This is an optimization exercise on Yosys and OpenROAD, whose aim is small area, not a production implementation. Function was checked by simulation only, so behaviour that the tests miss may differ from the original.

==> flow/design.v, too long to show whole: its modules and the start of the top module <==
// module pressure_count_linearizer: 981 lines
// module pcl_fa: 4 lines
// module pcl_ha: 4 lines
// module pcl_hai: 4 lines
// module pcl_pp_aa: 3 lines
// module pcl_pp_aaa: 3 lines
module pressure_count_linearizer (
    input  logic                  clk,
    input  logic                  rst_n,
    input  logic                  cfg_we,
    input  logic [pcl_pkg::CFG_IDX_W-1:0]  cfg_index,
    input  logic [pcl_pkg::CFG_DATA_W-1:0] cfg_data,
    input  logic                  start,
    output logic                  busy,
    input  logic [pcl_pkg::COUNT_W-1:0]    factory_count,
    input  logic [pcl_pkg::COUNT_W-1:0]    raw_count,
    output logic                  done,
    output logic [pcl_pkg::OUT_W-1:0]      pressure_utorr,
    output logic [pcl_pkg::RANGE_W-1:0]    display_range
);
  // ...
==> flow/flow/run.sh <==
#!/bin/bash
# Own flow: the standard flow, except that the final ABC technology
# mapping in synthesis uses flow/abc_area.script (area-oriented mapping, no
# buffering or resizing inside ABC; OpenROAD repairs timing later as usual).
# Everything else, registers included, is exactly the standard synthesis.
# Ports are buffered as in the standard flow, with buf_1 cells.
set -euo pipefail
W=$PWD
sed 's#log_cmd abc {\*}$abc_args#log_cmd abc {*}[lreplace $abc_args 1 1 '"$W"'/flow/abc_area.script]#' \
    "$FLOW_HOME/scripts/synth.tcl" > "$W/synth_patched.tcl"
grep -q 'flow/abc_area.script' "$W/synth_patched.tcl"
sed "s#source \$::env(SCRIPTS_DIR)/synth.tcl#source $W/synth_patched.tcl#" synth_recipe.tcl > synth_recipe_patched.tcl
grep -q synth_patched.tcl synth_recipe_patched.tcl
sed "s#SYNTH_SCRIPT=[^ ]*#SYNTH_SCRIPT=$W/synth_recipe_patched.tcl#" standard.sh > standard_patched.sh
grep -q synth_recipe_patched.tcl standard_patched.sh
bash standard_patched.sh BUFFER_PORTS_ARGS="-buffer_cell sky130_fd_sc_hd__buf_1" finish > flow_make.log 2>&1
==> flow/flow/abc_area.script <==
&get -n
&st
&dch
&nf -a
&put
topo
stime -c
==> flow/standard.sh <==
#!/bin/bash
# synth_recipe.tcl (not shown) runs the flow's synth.tcl, then flattens the netlist and writes it again
# the make line also repeats each setting of config.mk as NAME=value (left out here)
make -C /OpenROAD-flow-scripts/flow DESIGN_CONFIG=/design/flow/config.mk WORK_HOME=/design/flow/orfs CLKGATE_MAP_FILE= SYNTH_SCRIPT=/design/flow/synth_recipe.tcl "${@:-finish}"
==> flow/config.mk <==
export PLATFORM = sky130hd
export DESIGN_NAME = pressure_count_linearizer
export DESIGN_NICKNAME = pressure_count_linearizer
export VERILOG_FILES = /design/flow/design.v
export SDC_FILE = /design/flow/constraint.sdc
export NUM_CORES = 4
export LEC_CHECK = 0
export ABC_AREA = 1
export CAP_MARGIN = 20
export CORE_MARGIN = 2
export CORE_UTILIZATION = 40
export GPL_TIMING_DRIVEN = 0
export SLEW_MARGIN = 20
export SYNTH_HIERARCHICAL = 1
export SYNTH_MINIMUM_KEEP_SIZE = 0
==> flow/constraint.sdc <==
create_clock -name core_clock -period 12.0 [get_ports {clk}]
set_input_delay 2.4000 -clock core_clock [delete_from_list [all_inputs] [get_ports {clk}]]
set_output_delay 2.4000 -clock core_clock [all_outputs]
set_load 0.01 [all_outputs]
==> flow_metrics.env, run 1 <==
export IMPL_routed_wl_mm=59.2
export IMPL_met3_length_mm=7.02
export IMPL_yosys_warnings=1169
export IMPL_htreeDepth=3
export IMPL_largestRegisters="s2_a: 17 flops, s2_b: 17 flops"
export IMPL_post_cts_buffers=6
export IMPL_synth_flop_cell="dfxtp_1"
export IMPL_place_inst=2071
export IMPL_clk_path_buf_depth=2
export IMPL_path_max_fanout=23
export IMPL_clk_share_pct=1.69
export IMPL_highest_layer="met4"
export IMPL_ys_seq_area_share_pct=13.7
export IMPL_synth_compound_area_share_pct=26.1
export IMPL_globalRouteMet2Util_pct=45.8
export IMPL_synth_common_cells="355 x fa_1, 248 x a222oi_1, 124 x nand2_1"
export IMPL_buf_share_pct=6.45
export IMPL_async_flop_share_pct=28.7
export IMPL_synthMuxAreaShare_pct=0.198
export IMPL_start_util_pct=40.6
export IMPL_worstSetupEndpoint="s2_lo[15]$_DFF_P_"
export IMPL_wl_met2_mm=26.7
export IMPL_yosysMostFrequentCell="fa_1"
export IMPL_grtUsageMet1_pct=40.4
export IMPL_run_status="timing/DRC/antenna clean"
export IMPL_whs_ns=0.358
export IMPL_whs_path_depth=0
export IMPL_grt_pass1_vias=15100
export IMPL_slew_headroom_pct=26.3
==> run 2, diff against run 1 <==
--- a/flow/design.v
+++ b/flow/design.v
@@ -934,58 +934,58 @@
     pcl_fa u_fa_1113 (.a(w1034), .b(w1033), .c(w1111), .s(w1112), .co(w1113));
     pcl_fa u_fa_1115 (.a(w1036), .b(w1035), .c(w1113), .s(w1114), .co(w1115));
     pcl_fa u_fa_1117 (.a(w1038), .b(w1037), .c(w1115), .s(w1116), .co(w1117));
     pcl_fa u_fa_1119 (.a(w1040), .b(w1039), .c(w1117), .s(w1118), .co(w1119));
     pcl_fa u_fa_1121 (.a(w1042), .b(w1041), .c(w1119), .s(w1120), .co(w1121));
     pcl_fa u_fa_1123 (.a(w1044), .b(w1043), .c(w1121), .s(w1122), .co(w1123));
     pcl_fa u_fa_1125 (.a(w1046), .b(w1045), .c(w1123), .s(w1124), .co(w1125));
     pcl_fa u_fa_1127 (.a(w1048), .b(w1047), .c(w1125), .s(w1126), .co(w1127));
-    pcl_fa u_fa_1129 (.a(w1050), .b(w1049), .c(w1127), .s(w1128), .co(w1129));
-    assign st1_lo = {w1128, w1126, w1124, w1122, w1120, w1118, w1116, w1114, w1112, w1110, w1108, w1106, w1104, w1102, w1100, w1098};
-    assign st1_c = w1129;
-    assign st1_a = {w1084, w1082, w1080, w1078, w1076, w1074, w1072, w1070, w1068, w1066, w1064, w1062, w1060, w1058, w1056, w1054, w1052};
-    assign st1_b = {w1083, w1081, w1079, w1077, w1075, w1073, w1071, w1069, w1067, w1065, w1063, w1061, w1059, w1057, w1055, w1053, w1051};
-    logic [16-1:0] st1_lo;
+    assign st1_lo = {w1126, w1124, w1122, w1120, w1118, w1116, w1114, w1112, w1110, w1108, w1106, w1104, w1102, w1100, w1098};
+    assign st1_c = w1127;
+    assign st1_a = {w1084, w1082, w1080, w1078, w1076, w1074, w1072, w1070, w1068, w1066, w1064, w1062, w1060, w1058, w1056, w1054, w1052, w1050};
+    assign st1_b = {w1083, w1081, w1079, w1077, w1075, w1073, w1071, w1069, w1067, w1065, w1063, w1061, w1059, w1057, w1055, w1053, w1051, w1049};
+    logic [15-1:0] st1_lo;
     logic             st1_c;
-    logic [17-1:0] st1_a, st1_b;
+    logic [18-1:0] st1_a, st1_b;
     logic               s2_valid;
-    logic [16-1:0]   s2_lo;
+    logic [15-1:0]   s2_lo;
     logic               s2_c;
-    logic [17-1:0]   s2_a, s2_b;
+    logic [18-1:0]   s2_a, s2_b;
     always_ff @(posedge clk or negedge rst_n)
         if (!rst_n) s2_valid <= 1'b0;
         else        s2_valid <= s1_valid;
     always_ff @(posedge clk)
     begin
         s2_lo <= st1_lo;
         s2_c  <= st1_c;
         s2_a  <= st1_a;
         s2_b  <= st1_b;
     end
-    pcl_fa u_fa2_0 (.a(s2_a[0]), .b(s2_b[0]), .c(s2_c), .s(w1130), .co(w1131));
-    pcl_fa u_fa2_1 (.a(s2_a[1]), .b(s2_b[1]), .c(w1131), .s(w1132), .co(w1133));
-    pcl_fa u_fa2_2 (.a(s2_a[2]), .b(s2_b[2]), .c(w1133), .s(w1134), .co(w1135));
-    pcl_fa u_fa2_3 (.a(s2_a[3]), .b(s2_b[3]), .c(w1135), .s(w1136), .co(w1137));
-    pcl_fa u_fa2_4 (.a(s2_a[4]), .b(s2_b[4]), .c(w1137), .s(w1138), .co(w1139));
-    pcl_fa u_fa2_5 (.a(s2_a[5]), .b(s2_b[5]), .c(w1139), .s(w1140), .co(w1141));
-    pcl_fa u_fa2_6 (.a(s2_a[6]), .b(s2_b[6]), .c(w1141), .s(w1142), .co(w1143));
-    pcl_fa u_fa2_7 (.a(s2_a[7]), .b(s2_b[7]), .c(w1143), .s(w1144), .co(w1145));
-    pcl_fa u_fa2_8 (.a(s2_a[8]), .b(s2_b[8]), .c(w1145), .s(w1146), .co(w1147));
-    pcl_fa u_fa2_9 (.a(s2_a[9]), .b(s2_b[9]), .c(w1147), .s(w1148), .co(w1149));
-    pcl_fa u_fa2_10 (.a(s2_a[10]), .b(s2_b[10]), .c(w1149), .s(w1150), .co(w1151));
-    pcl_fa u_fa2_11 (.a(s2_a[11]), .b(s2_b[11]), .c(w1151), .s(w1152), .co(w1153));
-    pcl_fa u_fa2_12 (.a(s2_a[12]), .b(s2_b[12]), .c(w1153), .s(w1154), .co(w1155));
-    pcl_fa u_fa2_13 (.a(s2_a[13]), .b(s2_b[13]), .c(w1155), .s(w1156), .co(w1157));
-    pcl_fa u_fa2_14 (.a(s2_a[14]), .b(s2_b[14]), .c(w1157), .s(w1158), .co(w1159));
-    pcl_fa u_fa2_15 (.a(s2_a[15]), .b(s2_b[15]), .c(w1159), .s(w1160), .co(w1161));
-    assign w1162 = s2_a[16] ^ s2_b[16] ^ w1161;
+    pcl_fa u_fa2_0 (.a(s2_a[0]), .b(s2_b[0]), .c(s2_c), .s(w1128), .co(w1129));
+    pcl_fa u_fa2_1 (.a(s2_a[1]), .b(s2_b[1]), .c(w1129), .s(w1130), .co(w1131));
+    pcl_fa u_fa2_2 (.a(s2_a[2]), .b(s2_b[2]), .c(w1131), .s(w1132), .co(w1133));
+    pcl_fa u_fa2_3 (.a(s2_a[3]), .b(s2_b[3]), .c(w1133), .s(w1134), .co(w1135));
+    pcl_fa u_fa2_4 (.a(s2_a[4]), .b(s2_b[4]), .c(w1135), .s(w1136), .co(w1137));
+    pcl_fa u_fa2_5 (.a(s2_a[5]), .b(s2_b[5]), .c(w1137), .s(w1138), .co(w1139));
+    pcl_fa u_fa2_6 (.a(s2_a[6]), .b(s2_b[6]), .c(w1139), .s(w1140), .co(w1141));
+    pcl_fa u_fa2_7 (.a(s2_a[7]), .b(s2_b[7]), .c(w1141), .s(w1142), .co(w1143));
+    pcl_fa u_fa2_8 (.a(s2_a[8]), .b(s2_b[8]), .c(w1143), .s(w1144), .co(w1145));
+    pcl_fa u_fa2_9 (.a(s2_a[9]), .b(s2_b[9]), .c(w1145), .s(w1146), .co(w1147));
+    pcl_fa u_fa2_10 (.a(s2_a[10]), .b(s2_b[10]), .c(w1147), .s(w1148), .co(w1149));
+    pcl_fa u_fa2_11 (.a(s2_a[11]), .b(s2_b[11]), .c(w1149), .s(w1150), .co(w1151));
+    pcl_fa u_fa2_12 (.a(s2_a[12]), .b(s2_b[12]), .c(w1151), .s(w1152), .co(w1153));
+    pcl_fa u_fa2_13 (.a(s2_a[13]), .b(s2_b[13]), .c(w1153), .s(w1154), .co(w1155));
+    pcl_fa u_fa2_14 (.a(s2_a[14]), .b(s2_b[14]), .c(w1155), .s(w1156), .co(w1157));
+    pcl_fa u_fa2_15 (.a(s2_a[15]), .b(s2_b[15]), .c(w1157), .s(w1158), .co(w1159));
+    pcl_fa u_fa2_16 (.a(s2_a[16]), .b(s2_b[16]), .c(w1159), .s(w1160), .co(w1161));
+    assign w1162 = s2_a[17] ^ s2_b[17] ^ w1161;
     logic [32:0] s2_q;
     logic        s2_neg;
-    assign s2_q   = ~{w1162, w1160, w1158, w1156, w1154, w1152, w1150, w1148, w1146, w1144, w1142, w1140, w1138, w1136, w1134, w1132, w1130, s2_lo};
+    assign s2_q   = ~{w1162, w1160, w1158, w1156, w1154, w1152, w1150, w1148, w1146, w1144, w1142, w1140, w1138, w1136, w1134, w1132, w1130, w1128, s2_lo};
     assign s2_neg = !lt_c(s2_q, 33'd7851737088);
     assign done = s2_valid;
     assign pressure_utorr = s2_neg ? 33'd0 : s2_q;
     assign display_range = (!s2_neg && !lt_c(s2_q, 33'd100000001)) ? 2'd0 :
                            (!s2_neg && !lt_c(s2_q, 33'd1000000)) ? 2'd1 : 2'd2;
 endmodule
 module pcl_fa (input logic a, input logic b, input logic c, output logic s, output logic co);
     assign s  = a ^ b ^ c;
==> flow/config.mk (replaced) <==
export PLATFORM = sky130hd
export DESIGN_NAME = pressure_count_linearizer
export DESIGN_NICKNAME = pressure_count_linearizer
export VERILOG_FILES = /design/flow/design.v
export SDC_FILE = /design/flow/constraint.sdc
export NUM_CORES = 4
export LEC_CHECK = 0
export ABC_AREA = 1
export CAP_MARGIN = 20
export CELL_PAD_IN_SITES_DETAIL_PLACEMENT = 1
export CORE_MARGIN = 2
export CORE_UTILIZATION = 35
export GPL_TIMING_DRIVEN = 0
export SLEW_MARGIN = 20
export SYNTH_HIERARCHICAL = 1
export SYNTH_MINIMUM_KEEP_SIZE = 0
==> run 2 against run 1 <==
Net effect: still clean; critical endpoint is now display_range[0]; synthesized cell count grew 0.28%; fmax is 0.28% lower; register-to-register slack better by 0.11 ns.
==> flow_metrics.env, run 2 <==
export IMPL_run_status="timing/DRC/antenna clean"
export IMPL_grt_overflow=0
export IMPL_fin_ws_ns=0.328
export IMPL_regToRegSetupSlack_ns=0.47
export IMPL_die_x_microns=216
export IMPL_slew_headroom_pct=21.9
export IMPL_die_h_microns=216
export IMPL_final_antenna_net_count=0
export IMPL_via_per_inst=6.94
export IMPL_core_sq_um=44400
export IMPL_syn_inst=1433
export IMPL_worst_hold_path_type="reg -> reg"
export IMPL_synth_edf_count=0
export IMPL_maxCapViolCount=0
export IMPL_layout_common_cells="355 x fa_1, 248 x a222oi_1, 117 x nand2_1"
export IMPL_yosysTopAreaCell="fa_1"
export IMPL_grt_max_degree=63
export IMPL_grt_setup_unrepaired="no"
export IMPL_htreeDepth=3
export IMPL_fin_crit_ns=11.67
export IMPL_area_growth_pct=15.7
export IMPL_first_pass_iters=22
export IMPL_synth_flop_cell="dfxtp_1"
export IMPL_crit_start="s2_a[0]$_DFF_P_"
export IMPL_worstSetupEndpoint="display_range[0]"
export IMPL_crit_reg2reg_launch="s1_idx[0]$_DFF_P_"
export IMPL_grt_pass1_wl_mm=98.2
export IMPL_ys_seq_area_share_pct=13.8
export IMPL_yosysMostFrequentCell="fa_1"
export IMPL_portBuffers=88
export IMPL_cts_hold_buf=0
export IMPL_drc=0
export IMPL_grt_pass1_vias=15900
export IMPL_diodes=0
export IMPL_required_ns=9.60
export IMPL_fp_row_count=77
export IMPL_critPathLaunchType="flop"
export IMPL_tritoncts="built"
export IMPL_setup_viol=0
export IMPL_tightest_slew_ns=1.16
export IMPL_pin_count=90
export IMPL_dp_hpwl_mm=48.9
export IMPL_drtIter0Drc=3275
export IMPL_synth_cell_types=56
export IMPL_drive_gt1_share_pct=8.34
export IMPL_start_util_pct=35.6
export IMPL_nNetsFinal=2015
export IMPL_place_inst=2142
export IMPL_die_area_sq_um=46800
export IMPL_final_max_slew_viol_count=0
export IMPL_instances_no_fill=2163
export IMPL_synth_common_cells="355 x fa_1, 248 x a222oi_1, 125 x nand2_1"
export IMPL_largestRegisters="s2_a: 18 flops, s2_b: 18 flops, s1_v: 16 flops"
export IMPL_pre_cts_slack_ns=-1.37
export IMPL_avgSynthCellArea_sq_um=11.0
export IMPL_cts_clk_slew_worst_paths_ns=0.10
export IMPL_reg2reg_to="s2_lo[14]$_DFF_P_"
export IMPL_fmax_mhz=85.7
export IMPL_synth_nets=1882
export IMPL_final_common_cell="fa_1"
export IMPL_rr_worst_depth=30
export IMPL_insertion_delay_ns=0.42
export IMPL_place_gp_congestion=0.973
export IMPL_wl_per_cell_microns=29.4
export IMPL_synthTopCellsByArea="fa_1 45%, a222oi_1 16%, dfxtp_1 9.3%, dfrtp_1 4.6%, ha_1 3.2%"
export IMPL_ys_ff_latch=102
export IMPL_cts_root_buf="clkbuf_16"
export IMPL_endpoint_kind="primary output"
export IMPL_track_usage_pct=27.3
export IMPL_netlist_area_sq_um=15800
export IMPL_crit_arrival_ns=9.27
export IMPL_synthDominantCellAreaShare_pct=45.0
export IMPL_antenna_found_initial=0
export IMPL_hold_viol=0
export IMPL_async_flop_share_pct=28.4
export IMPL_layout_worst_path_cycle_share_pct=97.3
export IMPL_cts_buffers=9
export IMPL_fin_skew_ns=0.0257
export IMPL_yosys_warnings=1169
export IMPL_clock_sinks=102
export IMPL_vias=15000
export IMPL_routed_wl_mm=63.6
export IMPL_final_fill_count=4828
export IMPL_clk_path_buf_depth=2
export IMPL_path_max_fanout=19
export IMPL_critPathKind="reg -> out"
-- run 2: Yosys stat by module (local to each module, per instance) --
| module | cell area, sq um | flops+latches | times used |
|---|---|---|---|
| pcl_pp_aa | 7.51 | 0 | 44 |
| pressure_count_linearizer | 5870 | 102 | 1 |
| pcl_fa | 20.0 | 0 | 355 |
| pcl_pp_aaa | 10.0 | 0 | 248 |
-- run 2: how the worst min path moves through the flow --
stage / cells after the start / end / slack, ns / start
floorplan: 0 / s2_valid$_DFF_PN0_ / 0.33 / s1_valid$_DFF_PN0_
global placement: 0 / s2_valid$_DFF_PN0_ / 0.33 / s1_valid$_DFF_PN0_
detailed placement: 0 / s2_valid$_DFF_PN0_ / 0.35 / s1_valid$_DFF_PN0_
CTS: 0 / s2_valid$_DFF_PN0_ / 0.37 / s1_valid$_DFF_PN0_
global route: 0 / s2_valid$_DFF_PN0_ / 0.37 / s1_valid$_DFF_PN0_
finish: 0 / s2_valid$_DFF_PN0_ / 0.36 / s1_valid$_DFF_PN0_
-- run 2: area by class of cell --
type / instances / area, sq um / area share, %
buffer: 2 / 11.3 / 0.0616
clock buffer: 9 / 225 / 1.23
clock inverter: 7 / 86.3 / 0.473
inverter: 79 / 320 / 1.75
multi-input combinational: 1250 / 13600 / 74.7
sequential: 102 / 2200 / 12.1
tap: 592 / 741 / 4.05
timing repair buffer: 122 / 1030 / 5.65
-- run 2: routing by layer --
metal,up-vias,GRT usage (%),share of wire (%)
met1,7634,35.9,39
met4,0,11.1,4.7
met5,-,0,0
met2,1138,43.4,46
met3,245,6.50,11
li1,6003,-,-
-- run 2: through the flow --
step / TNS (ns) / cell area [sq um] / hold WS (ns) / util (%)
after global routing: 0 / 18300 / 0.371 / 41.1
after floorplan: 0 / 15800 / 0.331 / -
after detailed placement: -4.43 / 17700 / 0.346 / 39.8
after CTS: 0 / 18100 / 0.365 / 40.8
final: 0 / 18300 / 0.360 / 41.1
after global placement: -24.63 / 16900 / 0.333 / 38.0
-- run 2: timing repair --
item,CTS,global route
resized for setup,24,31
buffers inserted,2,3
pin swaps,0,10
setup endpoints to repair,6,4
gates cloned,0,0
-- run 2: cells by family after synthesis --
logic type,after synthesis,synth area share (%)
AOI/OAI and AO/OA,512,26.1
adders and majority gates,396,48.2
and+or+nand+nor,336,9.54
DFF,102,13.8
buffers and inverters,81,1.95
muxes,3,0.198
xor gates and xnor gates,2,0.111
other,1,0.0237
-- run 2: critical path: stages (launching register included) --
cell and delay (ns):
dfxtp_1 0.33, fa_1 0.54, fa_1 0.43, fa_1 0.39, fa_1 0.42, fa_1 0.46, fa_1 0.41, fa_1 0.41
fa_1 0.40, fa_1 0.41, fa_1 0.41, fa_1 0.40, fa_1 0.40, fa_1 0.40, fa_1 0.40, fa_1 0.39
fa_1 0.40, fa_1 0.38, xor2_1 0.22, xnor2_2 0.14, and2_4 0.26, buf_16 0.19, a31o_1 0.22, nor4_2 0.23
buf_1 0.19

port drivers added, routing unchanged:
In the flow no input, the clock included, has a driving cell. The finished layouts below were timed again as built, in two steps. Step 1 (the two cells are an assumption about what drives the block):
set clk [get_ports {clk}]
set_driving_cell -lib_cell sky130_fd_sc_hd__clkbuf_16 $clk
set_driving_cell -lib_cell sky130_fd_sc_hd__buf_2 [delete_from_list [all_inputs] $clk]
Step 2 adds t to the input delays and takes it off the output delays; t is the mean of the earliest and latest rising clock arrival at the registers after step 1. Input paths then give back, and output paths get back, about the clock's delay inside the block. a / b / c = no drivers / after step 1 / after step 2; a / b = the first two.
run | t, ns | setup slack, ns | clock arrival spread, ns | worst register clock-pin slew, ns
run 1 | 0.444 | 0.360 / 0.360 / 0.360 | 0.013 / 0.013 | 0.08 / 0.08
run 2 | 0.460 | 0.328 / 0.272 / 0.475 | 0.026 / 0.026 | 0.10 / 0.10
After both steps setup and hold are still met in every run listed.
